What follows belongs to an exercise in optimizing a design on an open flow for small area, a short achievable clock period and few clock cycles per item; a production flow would make more cautious choices.
Only simulation tests tie the RTL to the original design; equivalence was not proved.
Power figures rest on the tool's default switching activity, not on a simulated workload.

// tetrisGame
module tetrisGame (
	input logic count,
	input logic reset,
	input logic cmdValid,
	output logic cmdReady,
	input logic [1:0] cmdCode,
	input logic [3:0] pieceKind,
	input logic [4:0] readRow,
	output logic [9:0] rowBits,
	output logic [15:0] score,
	output logic gameOver
);
Size: roughly 2100 cells after synthesis, ~250 flip-flops, ~42 I/O pins.
clock: 10.0 ns
lec_check: 0
cap_margin: 20
core_margin: 2
core_utilization: 38
cts_cluster_diameter: 100
cts_cluster_size: 20
setup_slack_margin: 4
slew_margin: 20
standard.sh (not shown) runs the stock make flow with config.mk's settings and CLKGATE_MAP_FILE= SYNTH_SCRIPT=/design/flow/synth_recipe.tcl, a recipe that flattens the netlist after the stock synthesis.
==> flow/flow/run.sh <==
#!/bin/bash
# Layout flow: the standard flow (standard.sh), except for synthesis: it
# maps each module on its own (ORFS's SYNTH_HIERARCHICAL), with this flow's
# ABC script (flow/abc.script, run by flow/synth.tcl), and then flattens the
# design as the standard synthesis does. The registers are the standard
# synthesis's: the standard synthesis is run first, in refsyn/, and
# flow/names.py gives the few registers Yosys leaves unnamed (and numbers)
# the numbers the standard synthesis gives them. If that pairing fails, the
# standard synthesis is used as it is.
# Each tool's full output goes to a log file of its own in the work folder.
set -euo pipefail
work=$(pwd)
results="$work/orfs/results/$FLOW_PLATFORM/tetrisGame/base"
export FLOW_ABC_SCRIPT="$work/flow/abc.script"

# the standard synthesis, as reference for the register names
sed -E "s#WORK_HOME=('[^']*'|[^ ]*)#WORK_HOME=$work/refsyn#" standard.sh > refsyn.sh
bash refsyn.sh synth > "$work/log_refsyn.txt" 2>&1
ref="$work/refsyn/results/$FLOW_PLATFORM/tetrisGame/base/1_2_yosys.v"

# this flow's synthesis, then the register names
if bash standard.sh "SYNTH_SCRIPT=$work/flow/synth.tcl" SYNTH_HIERARCHICAL=1 SYNTH_MINIMUM_KEEP_SIZE=0 "$results/1_2_yosys.v" > "$work/log_synth.txt" 2>&1 \
    && python3 "$work/flow/names.py" "$ref" "$results/1_2_yosys.v" > "$work/log_names.txt" 2>&1; then
  echo "own synthesis used"
else
  echo "own synthesis failed or unpaired; using the standard synthesis"
  rm -rf "$work/orfs"
  bash standard.sh synth > "$work/log_synth_standard.txt" 2>&1
fi

# floorplan to the final layout, as the standard flow makes it
bash standard.sh > "$work/log_layout.txt" 2>&1
test -s "$work/out/final.def"
==> flow/flow/abc.script <==
strash
&get -n
&fraig -x
&put
scorr
dc2
strash
&get -n
&dch -f
&nf
&put
Other scripts of this flow, unchanged in this note and not shown: flow/flow/names.py, flow/flow/synth.tcl
The baseline went through all stages and came out clean.
Testbench counts at the start, summed over its fixed seeds: cycles 48,558, items 24,000.
==> next run, changes <==
==> flow/flow/abc.script (replaced) <==
strash
&get -n
&fraig -x
&put
scorr
dc2
strash
&get -n
&dch -f
&nf
&put
topo
stime -c
upsize -c
dnsize -c
Result: Final cell count goes up by 1.4%. Global-route usage goes up by 0.69 points. Design area goes up by 1.6%. Power goes up by 2.7%. Routed wire length goes up by 2.5%. Critical path depth does not change. Sequential share of layout area goes down by 0.42 points. Hold slack improves by 0.028 ns. Via count goes up by 1.6%.

========
Setup of before:
Another version of the RTL of tetrisGame (not shown whole).
Size in the first run: about 2100 cells after synthesis, about 250 flip-flops.
make LEC_CHECK=0 CAP_MARGIN=20 CORE_MARGIN=2 CORE_UTILIZATION=38 CTS_CLUSTER_DIAMETER=100 CTS_CLUSTER_SIZE=20 SETUP_SLACK_MARGIN=4 SLEW_MARGIN=20 finish   # period 10.0 ns
run.sh (not shown) runs the stock make flow with config.mk's settings and CLKGATE_MAP_FILE= SYNTH_SCRIPT=/design/flow/synth_recipe.tcl, a recipe that flattens the netlist after the stock synthesis.
Stock flow here: none of the scripts above is used.
Testbench counts of before, summed over its fixed seeds: cycles 48,558, items 24,000.
[inputs] after vs before
Settings: a change of CORE_UTILIZATION from 38 to 60; a deleted CTS_CLUSTER_DIAMETER that had been 100; a deleted CTS_CLUSTER_SIZE that had been 20.
Notes after the runs:
after: GRT-0116 in 5_1_grt -> run aborted
Delta(half-perimeter wire length after placement, after - before) < 0
Summary of the comparison: final weighted congestion of routability-driven global placement is higher in after, relative to before.
The share of the synthesized area in compound gates (AO/OA/AOI/OAI) was comparable across before and after.
before -> after: number of placement rows decreased by more than 10%
Reported for before and after, synthesized instance count turned out identical to the last digit.
Delta (after minus before): worst setup slack after placement has increased; post-synthesis net count stayed essentially flat; width of the die saw a decrease.

========
Setup of lane 1:
Another version of the RTL of tetrisGame (not shown whole).
Size in the first run: roughly 2000 cells after synthesis, ~250 flip-flops, roughly 42 I/O pins, roughly 16000 um^2 of cells after synthesis.
clock: 10.0 ns
lec_check: 0
cap_margin: 20
core_margin: 2
core_utilization: 38
cts_cluster_diameter: 100
cts_cluster_size: 20
setup_slack_margin: 4
slew_margin: 20
standard.sh (not shown) runs the stock make flow with config.mk's settings and CLKGATE_MAP_FILE= SYNTH_SCRIPT=/design/flow/synth_recipe.tcl, a recipe that flattens the netlist after the stock synthesis.
==> flow/flow/run.sh <==
#!/bin/bash
# Layout flow: the standard flow (standard.sh), except that synthesis maps
# the logic with this flow's ABC script (flow/abc.script, run by
# flow/synth.tcl). The registers are the standard synthesis's: the standard
# synthesis is run first, in refsyn/, and flow/names.py gives every register
# of this flow's netlist the name the standard synthesis gives the register
# driving the same net (Yosys leaves a few unnamed, and numbers those). If
# that pairing fails, the standard synthesis is used as it is.
# Each tool's full output goes to a log file of its own in the work folder.
set -euo pipefail
work=$(pwd)
results="$work/orfs/results/$FLOW_PLATFORM/tetrisGame/base"
export FLOW_ABC_SCRIPT="$work/flow/abc.script"
# a222oi comes in one weak size only, too slow on the long read-out wires
export FLOW_DONT_USE="sky130_fd_sc_hd__a222oi_1"

# the standard synthesis, as reference for the register names
sed -E "s#WORK_HOME=('[^']*'|[^ ]*)#WORK_HOME=$work/refsyn#" standard.sh > refsyn.sh
bash refsyn.sh synth > "$work/log_refsyn.txt" 2>&1
ref="$work/refsyn/results/$FLOW_PLATFORM/tetrisGame/base/1_2_yosys.v"

# this flow's synthesis, then the register names
if bash standard.sh "SYNTH_SCRIPT=$work/flow/synth.tcl" "$results/1_2_yosys.v" > "$work/log_synth.txt" 2>&1 \
    && python3 "$work/flow/names.py" "$ref" "$results/1_2_yosys.v" > "$work/log_names.txt" 2>&1; then
  echo "own synthesis used"
else
  echo "own synthesis failed or unpaired; using the standard synthesis"
  rm -rf "$work/orfs"
  bash standard.sh synth > "$work/log_synth_standard.txt" 2>&1
fi

# floorplan to the final layout, as the standard flow makes it
bash standard.sh > "$work/log_layout.txt" 2>&1
test -s "$work/out/final.def"
==> flow/flow/synth.tcl <==
# synth_recipe.tcl with one change: Yosys's abc maps the logic with this
# flow's script (FLOW_ABC_SCRIPT) instead of the one ORFS names, and without
# the cells listed in FLOW_DONT_USE. Registers are mapped before abc, so they
# come out as in the standard synthesis.
proc synth {args} { yosys synth -nofsm -noshare {*}$args }
proc abc {args} {
  set i [lsearch -exact $args -script]
  if { $i >= 0 } {
    set args [lreplace $args [expr {$i + 1}] [expr {$i + 1}] $::env(FLOW_ABC_SCRIPT)]
  }
  foreach c $::env(FLOW_DONT_USE) { lappend args -dont_use $c }
  yosys abc {*}$args
}
source $::env(SCRIPTS_DIR)/synth.tcl
# left out here: clear keep_hierarchy, flatten, clean up, hide names made inside functions, write 1_2_yosys.v
Other scripts of this flow, unchanged in this note and not shown: flow/flow/abc.script, flow/flow/names.py
Testbench counts of lane 1, summed over its fixed seeds: cycles 48,558, items 24,000.
For lane 2, these inputs were changed with respect to lane 1:
diff --git a/flow/flow/run.sh b/flow/flow/run.sh
--- a/flow/flow/run.sh
+++ b/flow/flow/run.sh
@@ -14,2 +13,0 @@
-# a222oi comes in one weak size only, too slow on the long read-out wires
-export FLOW_DONT_USE="sky130_fd_sc_hd__a222oi_1"
diff --git a/flow/flow/synth.tcl b/flow/flow/synth.tcl
--- a/flow/flow/synth.tcl
+++ b/flow/flow/synth.tcl
@@ -2,3 +2,2 @@
-# flow's script (FLOW_ABC_SCRIPT) instead of the one ORFS names, and without
-# the cells listed in FLOW_DONT_USE. Registers are mapped before abc, so they
-# come out as in the standard synthesis.
+# flow's script (FLOW_ABC_SCRIPT) instead of the one ORFS names. Registers
+# are mapped before abc, so they come out as in the standard synthesis.
@@ -11 +9,0 @@
-  foreach c $::env(FLOW_DONT_USE) { lappend args -dont_use $c }
## What came out
Lane 2 reached the end of the flow, and the finished layout is clean on the timing, design-rule and antenna checks. Lane 2 vs lane 1: power attributed to the clock group up by a few percent. Lane 1 -> lane 2: TritonCTS buffer count delta 0, exact match. Compared with lane 1, lane 2 degrades setup slack. Power: lane 2 draws more than lane 1. Between lane 2 and lane 1, the difference in area added between synthesis and finish is negligible. Lane 2 against lane 1; core area is down slightly.

==> what the ideal ports hide <==
The flow's constraints put no driver on any port. The routed layouts listed below were extracted and timed again, unchanged, in two steps.
Step 1 (the two cells are an assumption about what drives the block):
set clk [get_ports {count}]
set_driving_cell -lib_cell sky130_fd_sc_hd__clkbuf_16 $clk
set_driving_cell -lib_cell sky130_fd_sc_hd__buf_2 [delete_from_list [all_inputs] $clk]
Step 2 adds t to the input delays and takes it off the output delays; t is the mean of the earliest and latest rising clock arrival at the registers after step 1. Input paths then give back, and output paths get back, about the clock's delay inside the block.
Slacks: no drivers / after step 1 / after step 2; pairs: no drivers / after step 1.
run	shift t [ns]	setup WS [ns]	clock arrival spread, ns
the first run of note 1	0.601	4.013 / 3.987 / 3.987	0.019 / 0.019
the second run of note 1	0.608	3.904 / 3.867 / 3.867	0.034 / 0.034
before	0.591	3.818 / 3.700 / 3.700	0.026 / 0.027
lane 1	0.601	3.712 / 3.673 / 3.673	0.028 / 0.028
lane 2	0.602	3.656 / 3.601 / 3.601	0.052 / 0.052
After both steps setup and hold are still met in every run listed. The setup slack of before, which loses most, moves by -0.118 ns with the drivers and by -0.118 ns with both steps.
